Background: an optimization exercise with open tools, aiming at small area and few clock cycles per item. Do not read the settings as production practice.
RTL that was checked went through simulation tests only; none was proved equivalent to the original.

==> flow/design.v (excerpt) <==
module yuyv_to_rgb_converter_unit (
    input  logic           i_clk,
    input  logic           i_rst_n,
    input  logic           i_yuyv_valid,
    output logic           o_yuyv_ready,
    input  logic [32:0]    i_yuyv_data,
    output logic           o_rgb_valid,
    input  logic           i_rgb_ready,
    output logic [48:0]    o_rgb_data
);
Size in the first run: ~1200 cells after synthesis, about 84 flip-flops, ~88 I/O pins.
==> flow/config.mk <==
export PLATFORM = sky130hd
export DESIGN_NAME = yuyv_to_rgb_converter_unit
export DESIGN_NICKNAME = yuyv_to_rgb_converter_unit
export VERILOG_FILES = /design/flow/design.v
export SDC_FILE = /design/flow/constraint.sdc
export NUM_CORES = 4
export LEC_CHECK = 0
export CAP_MARGIN = 20
export CORE_MARGIN = 2
export CORE_UTILIZATION = 40
export SLEW_MARGIN = 20
==> flow/constraint.sdc <==
create_clock -name core_clock -period 6.5 [get_ports {i_clk}]
set_input_delay 1.3000 -clock core_clock [delete_from_list [all_inputs] [get_ports {i_clk}]]
set_output_delay 1.3000 -clock core_clock [all_outputs]
set_load 0.01 [all_outputs]
standard.sh (not shown) runs the stock make flow with config.mk's settings and CLKGATE_MAP_FILE= SYNTH_SCRIPT=/design/flow/synth_recipe.tcl, a recipe that flattens the netlist after the stock synthesis.
==> flow/flow/run.sh <==
#!/bin/bash
# Standard layout, with the port buffers made from plain buffers
# (sky130_fd_sc_hd__buf_1) instead of the default delay buffer cell.
set -e
export BUFFER_PORTS_ARGS="-buffer_cell sky130_fd_sc_hd__buf_1"
bash standard.sh > standard.log 2>&1
The starting point went through all stages and came out clean.
Testbench counts at the start, summed over its fixed seeds: cycles 12,016, items 12,000.
Edit:
--- a/flow/design.v
+++ b/flow/design.v
@@ -44,41 +44,32 @@
     input  logic [32:0]    i_yuyv_data,
     output logic           o_rgb_valid,
     input  logic           i_rgb_ready,
     output logic [48:0]    o_rgb_data
 );
     yuv2rgb_pkg::t_yuyv_group w_in;
     yuv2rgb_pkg::t_rgb_pair   w_out;
     logic                     r_v;
     logic                     w_adv;
     assign w_adv        = !r_v || i_rgb_ready;
     assign o_yuyv_ready = w_adv;
     assign o_rgb_valid  = r_v;
-    logic r_v_in;
     always_ff @(posedge i_clk) begin
         if (!i_rst_n) begin
-            r_v_in <= 1'b0;
-            r_v    <= 1'b0;
+            r_v <= 1'b0;
         end else if (w_adv) begin
-            r_v_in <= i_yuyv_valid;
-            r_v    <= r_v_in;
+            r_v <= i_yuyv_valid;
         end
     end
-    yuv2rgb_pkg::t_yuyv_group r_in;
-    always_ff @(posedge i_clk) begin
-        if (w_adv) begin
-            r_in <= yuv2rgb_pkg::t_yuyv_group'(i_yuyv_data);
-        end
-    end
-    assign w_in = r_in;
+    assign w_in = yuv2rgb_pkg::t_yuyv_group'(i_yuyv_data);
     yuv2rgb_pkg::t_rgb_pair r_out;
     always_ff @(posedge i_clk) begin
         if (w_adv) begin
             r_out <= w_out;
         end
     end
     assign o_rgb_data = r_out;
     assign w_out.frame_end_out = w_in.frame_end;
     wire n1 = ~w_in.luma_first[0];
     wire n2 = ~w_in.luma_first[1];
     wire n3 = ~w_in.luma_first[2];
     wire n4 = ~w_in.luma_first[3];
With this change the flow produced a layout that fails on negative setup slack.
Synthesized cell count drops by a few percent.
Cell area climbs by a few percent.
Setup slack degrades by 0.28 ns.
Sequential share of layout area drops by 8.0 points.
Count of clock-buffer cells in the layout drops by 4.
Maximum frequency drops by a few percent.
For the second run of this note, only the layout was checked, not whether the RTL still works.

========
== job 101 ==
Another version of the RTL of yuyv_to_rgb_converter_unit (not shown whole).
Size in the first run: about 1400 cells after synthesis, roughly 84 flip-flops.
Settings: LEC_CHECK=0, CAP_MARGIN=20, CORE_MARGIN=2, CORE_UTILIZATION=40, SLEW_MARGIN=20; clock period 6.5 ns.
run.sh (not shown) runs the stock make flow with config.mk's settings and CLKGATE_MAP_FILE= SYNTH_SCRIPT=/design/flow/synth_recipe.tcl, a recipe that flattens the netlist after the stock synthesis.
Stock flow here: none of the scripts above is used.
Testbench counts of job 101, summed over its fixed seeds: cycles 12,016, items 12,000.
Relative to job 101, the following input files were edited for job 102:
diff --git a/flow/design.v b/flow/design.v
--- a/flow/design.v
+++ b/flow/design.v
@@ -50,29 +50,20 @@
     yuv2rgb_pkg::t_rgb_pair   w_out;
     logic                     r_v;
     logic                     w_adv;
     assign w_adv        = !r_v || i_rgb_ready;
     assign o_yuyv_ready = w_adv;
     assign o_rgb_valid  = r_v;
-    logic r_v_in;
     always_ff @(posedge i_clk) begin
         if (!i_rst_n) begin
-            r_v_in <= 1'b0;
-            r_v    <= 1'b0;
+            r_v <= 1'b0;
         end else if (w_adv) begin
-            r_v_in <= i_yuyv_valid;
-            r_v    <= r_v_in;
+            r_v <= i_yuyv_valid;
         end
     end
-    yuv2rgb_pkg::t_yuyv_group r_in;
-    always_ff @(posedge i_clk) begin
-        if (w_adv) begin
-            r_in <= yuv2rgb_pkg::t_yuyv_group'(i_yuyv_data);
-        end
-    end
-    assign w_in = r_in;
+    assign w_in = yuv2rgb_pkg::t_yuyv_group'(i_yuyv_data);
     yuv2rgb_pkg::t_rgb_pair r_out;
     always_ff @(posedge i_clk) begin
         if (w_adv) begin
             r_out <= w_out;
         end
     end
Notes after the runs:
- Fmax: job 102 below job 101
- Compare job 101 and job 102 | global routing usage on met2 higher: job 102
- Number of placement rows ends up lower on job 102.
- When the final numbers for job 101 and job 102 were put side by side, the placement-stage worst setup slack turned out to be smaller in job 102.
- Pin count of the biggest net entering global routing (job 102 over job 101): increase, about 10%
- In the tables for job 101 and job 102, core utilization reads lower with job 101.
- Count of distinct cell types in the synthesized netlist ended up about 6% higher on job 102 than on job 101.
Function not checked in job 102: the RTL went through the layout flow alone.

## separate check: timing with driven ports
How much do the figures lean on ideal ports? The routed layouts below were timed once more, with nothing changed but the port constraints. Step 1, drivers: a clkbuf_16 drives i_clk and a buf_2 each remaining input, both assumed. Step 2 also shifts input and output timing later by t, the mid clock arrival at the registers, as if the neighbouring blocks saw the same clock. Three values: ideal ports, drivers, drivers and shift; two values: the first two.
run	shift t [ns]	setup slack, ns	worst setup path after step 2	worst data-port slew with drivers (ns)
the first run of note 1	0.415	0.256 / 0.256 / 0.256	register to register	0.03
the second run of note 1	0.326	-0.027 / -0.045 / -0.371	input to register	0.06
job 101	0.411	0.484 / 0.484 / 0.484	register to register	0.05
job 102	0.348	0.173 / 0.200 / -0.148	input to register	0.04
Met with ideal ports but missed after step 2: setup timing in job 102. For the second run of note 1, which loses most, drivers alone change the setup slack by -0.018 ns; drivers and shift together by -0.344 ns.
